What follows belongs to an exercise in optimizing a design on an open flow for small area, a short achievable clock period and few clock cycles per item; a production flow would make more cautious choices. In this exercise RTL edits were held to simulation tests only and were not proved equivalent to the original.

==> flow/design.v (excerpt) <==
module fp32_div_pipe (
  input  logic        clk,
  input  logic        rst_n,
  input  logic        in_valid,
  output logic        in_ready,
  input  logic [31:0] in_a,
  input  logic [31:0] in_b,
  output logic        out_valid,
  input  logic        out_ready,
  output logic [31:0] out_q,
  output logic [3:0]  out_flags
);
Size: about 4300 cells after synthesis, ~330 flip-flops, about 0.043 mm² of cells after synthesis.
export LEC_CHECK = 0
export ABC_AREA = 1
export CAP_MARGIN = 20
export CORE_MARGIN = 2
export CORE_UTILIZATION = 72
export SLEW_MARGIN = 60
export SYNTH_HIERARCHICAL = 1
export SYNTH_MINIMUM_KEEP_SIZE = 0
create_clock -name core_clock -period 125.0 [get_ports {clk}]
standard.sh (not shown) runs the stock make flow with config.mk's settings and CLKGATE_MAP_FILE= SYNTH_SCRIPT=/design/flow/synth_recipe.tcl, a recipe that flattens the netlist after the stock synthesis.
==> flow/flow/run.sh <==
#!/bin/bash
# Own layout flow: the standard flow (standard synthesis, floorplan, place,
# CTS, route) unchanged, except that the input and output port buffers that
# buffer_ports inserts are sky130_fd_sc_hd__buf_2 cells instead of the default
# choice. Every port is still buffered.
set -euo pipefail
export BUFFER_PORTS_ARGS="-buffer_cell sky130_fd_sc_hd__buf_2"
bash standard.sh finish > standard_flow.log 2>&1
Testbench counts at the start, summed over its fixed seeds: cycles 16,032, items 16,000.
Next try:
--- a/flow/config.mk
+++ b/flow/config.mk
@@ -9,5 +9,7 @@
 export CAP_MARGIN = 20
 export CORE_MARGIN = 2
-export CORE_UTILIZATION = 72
+export CORE_UTILIZATION = 60
+export CTS_CLUSTER_DIAMETER = 80
+export CTS_CLUSTER_SIZE = 24
 export SLEW_MARGIN = 60
 export SYNTH_HIERARCHICAL = 1
Result: The changed run passed the timing, design-rule and antenna checks; worst setup slack improved by 0.0052 ns; clock skew rose by 0.0076 ns; worst hold slack degrades by 0.011 ns; synthesized cell count does not change; routed wire length came out lower by 1.6%; utilization goes down by 14 points.
Next try:
--- a/flow/config.mk
+++ b/flow/config.mk
@@ -10,6 +10,4 @@
 export CORE_MARGIN = 2
 export CORE_UTILIZATION = 60
-export CTS_CLUSTER_DIAMETER = 80
-export CTS_CLUSTER_SIZE = 24
 export SLEW_MARGIN = 60
 export SYNTH_HIERARCHICAL = 1
Worst setup slack got worse by 0.0044 ns.
Global-route usage climbs by 0.30 points.
Synthesized area does not change.
Critical path depth stays the same.
Routed wire length rises by 0.70%.
Synthesized cell count does not change.
Final area climbs by 1.0%.
Maximum frequency is about the same.
Via count goes up by 0.54%.
Next try:
--- a/flow/config.mk
+++ b/flow/config.mk
@@ -9,5 +9,5 @@
 export CAP_MARGIN = 20
 export CORE_MARGIN = 2
-export CORE_UTILIZATION = 60
+export CORE_UTILIZATION = 40
 export SLEW_MARGIN = 60
 export SYNTH_HIERARCHICAL = 1
The changed run went through all stages and came out clean.
Via count is lower by 0.39%.
Hold slack barely changes.
Core utilization is lower by 21 points.
Register-to-register slack improves by 0.21 ns.

---

fp32_div_pipe, a different RTL version from the one above (not shown whole).
Size in the first run: about 4200 cells after synthesis, about 110 I/O pins, ~43000 sq um of cells after synthesis.
==> flow/design.v (excerpt) <==
module fp32_div_pipe (
  input  logic        clk,
  input  logic        rst_n,
  input  logic        in_valid,
  output logic        in_ready,
  input  logic [31:0] in_a,
  input  logic [31:0] in_b,
  output logic        out_valid,
  input  logic        out_ready,
  output logic [31:0] out_q,
  output logic [3:0]  out_flags
);
Settings: LEC_CHECK=0, ABC_AREA=1, CAP_MARGIN=20, CORE_MARGIN=2, CORE_UTILIZATION=60, CTS_CLUSTER_DIAMETER=100, CTS_CLUSTER_SIZE=30, SLEW_MARGIN=40, SYNTH_HIERARCHICAL=1, SYNTH_MINIMUM_KEEP_SIZE=0; clock period 125.0 ns.
Scripts as last shown in full above: flow/flow/run.sh
The baseline completed without violations.
Testbench counts at the start, summed over its fixed seeds: cycles 16,032, items 16,000.
==> next run, changes <==
Settings changed: PLACE_DENSITY set to 0.75, SLEW_MARGIN 40 to 45.
Die area stays the same.
Setup slack barely changes.
Register-to-register slack is worse by 0.18 ns.
Worst hold slack gets worse by 0.0087 ns.
==> next run, changes <==
Settings changed: CTS_CLUSTER_DIAMETER 100 to 80, CTS_CLUSTER_SIZE 30 to 24, PLACE_DENSITY 0.75 to not set, SLEW_MARGIN 45 to 60.
Outcome: The new run completed with no timing, DRC or antenna violations; setup slack gets worse by 0.017 ns; flip-flop and latch count is unchanged; routed wire length rises by 4.2%; clock skew falls by 0.019 ns; area after synthesis stays the same; final area rises by 0.84%.

---

fp32_div_pipe again, from the RTL that the note above started with.
// fp32_div_pipe
module fp32_div_pipe (
  input  logic        clk,
  input  logic        rst_n,
  input  logic        in_valid,
  output logic        in_ready,
  input  logic [31:0] in_a,
  input  logic [31:0] in_b,
  output logic        out_valid,
  input  logic        out_ready,
  output logic [31:0] out_q,
  output logic [3:0]  out_flags
);
clock: 125.0 ns
lec_check: 0
abc_area: 1
cap_margin: 0
core_margin: 2
core_utilization: 60
cts_cluster_diameter: 100
cts_cluster_size: 30
slew_margin: 50
synth_hierarchical: 1
synth_minimum_keep_size: 0
Scripts as last shown in full above: flow/flow/run.sh
Testbench counts at the start, summed over its fixed seeds: cycles 16,032, items 16,000.
Then changed:
==> flow/flow/run.sh (replaced) <==
#!/bin/bash
# Own layout flow: the standard flow (standard synthesis, floorplan, place,
# CTS, route) unchanged, except that the input and output port buffers that
# buffer_ports inserts are sky130_fd_sc_hd__buf_1 cells instead of the default
# choice. Every port is still buffered.
set -euo pipefail
export BUFFER_PORTS_ARGS="-buffer_cell sky130_fd_sc_hd__buf_1"
bash standard.sh finish > standard_flow.log 2>&1
- CAP_MARGIN: 0 -> 20
- SLEW_MARGIN: 50 -> 60
What happened: Global-route usage barely changes; synthesized area is unchanged; die area does not change; sequential share of layout area barely changes; setup slack is worse by 0.031 ns; critical path depth is unchanged.
Then changed:
==> flow/flow/run.sh (replaced) <==
#!/bin/bash
# Own layout flow: the standard flow (standard synthesis, floorplan, place,
# CTS, route) unchanged, except that the input and output port buffers that
# buffer_ports inserts are sky130_fd_sc_hd__buf_2 cells instead of the default
# choice. Every port is still buffered.
set -euo pipefail
export BUFFER_PORTS_ARGS="-buffer_cell sky130_fd_sc_hd__buf_2"
bash standard.sh finish > standard_flow.log 2>&1
- CORE_UTILIZATION: 60 -> 66
- SLEW_MARGIN: 60 -> 45
After rerunning: Sequential cell count does not change. Critical path depth stays the same. Final cell count fell by 2.0%. Fmax hardly moves. Worst setup slack degrades by 0.031 ns. Wire length fell by 2.0%. Die area fell by 9.0%.
Then changed:
- CORE_UTILIZATION: 66 -> 60
Result: Sequential share of layout area is about the same; final area is about the same; cell count went up slightly.
Then changed:
- GPL_ROUTABILITY_DRIVEN: default -> 0
- GPL_TIMING_DRIVEN: default -> 0
Result:
- maximum frequency decreases by 7.8%
- worst setup slack is worse by 2.2 ns
- first-iteration DRC count went up by 0.72%
- routed wire length came out higher by 2.4%
- non-clock buffer count is higher by 170
- design area grows by 0.84%
- final cell count came out higher by 3.3%
- synthesized cell count does not change
- flip-flop and latch count is unchanged

## re-timing with driven ports
How much do the figures lean on ideal ports? The routed layouts below were timed once more, with nothing changed but the port constraints. Step 1 assumes that a clkbuf_16 drives the clock port and a buf_2 every other input. Step 2 times the ports against the registers' clock, not the clock port: input delays grow and output delays shrink by t, the midpoint of the rising clock arrivals with the driver on. Slacks: no drivers / after step 1 / after step 2; pairs: no drivers / after step 1.
run | t (ns) | setup slack, ns | latest minus earliest clock arrival (ns) | worst data-port slew with drivers (ns)
the first run of note 1 | 0.635 | 98.882 / 98.815 / 99.077 | 0.042 / 0.041 | 0.06
the second run of note 1 | 0.605 | 98.888 / 98.823 / 99.103 | 0.047 / 0.047 | 0.06
the third run of note 1 | 0.624 | 98.883 / 98.816 / 99.072 | 0.030 / 0.030 | 0.06
the fourth run of note 1 | 0.681 | 98.791 / 98.714 / 99.030 | 0.057 / 0.057 | 0.05
the first run of note 2 | 0.621 | 98.860 / 98.794 / 99.078 | 0.038 / 0.039 | 0.07
the second run of note 2 | 0.634 | 98.861 / 98.792 / 99.061 | 0.064 / 0.064 | 0.07
the third run of note 2 | 0.655 | 98.844 / 98.775 / 99.091 | 0.040 / 0.040 | 0.07
the first run of note 3 | 0.627 | 98.866 / 98.798 / 99.079 | 0.042 / 0.043 | 0.08
the second run of note 3 | 0.639 | 98.835 / 98.767 / 99.061 | 0.039 / 0.039 | 0.08
the third run of note 3 | 0.657 | 98.804 / 98.736 / 99.091 | 0.049 / 0.049 | 0.10
the fourth run of note 3 | 0.629 | 98.861 / 98.792 / 99.052 | 0.042 / 0.043 | 0.07
the fifth run of note 3 | 0.644 | 96.648 / 96.648 / 96.648 | 0.068 / 0.068 | 0.07
After both steps setup and hold are still met in every run listed.
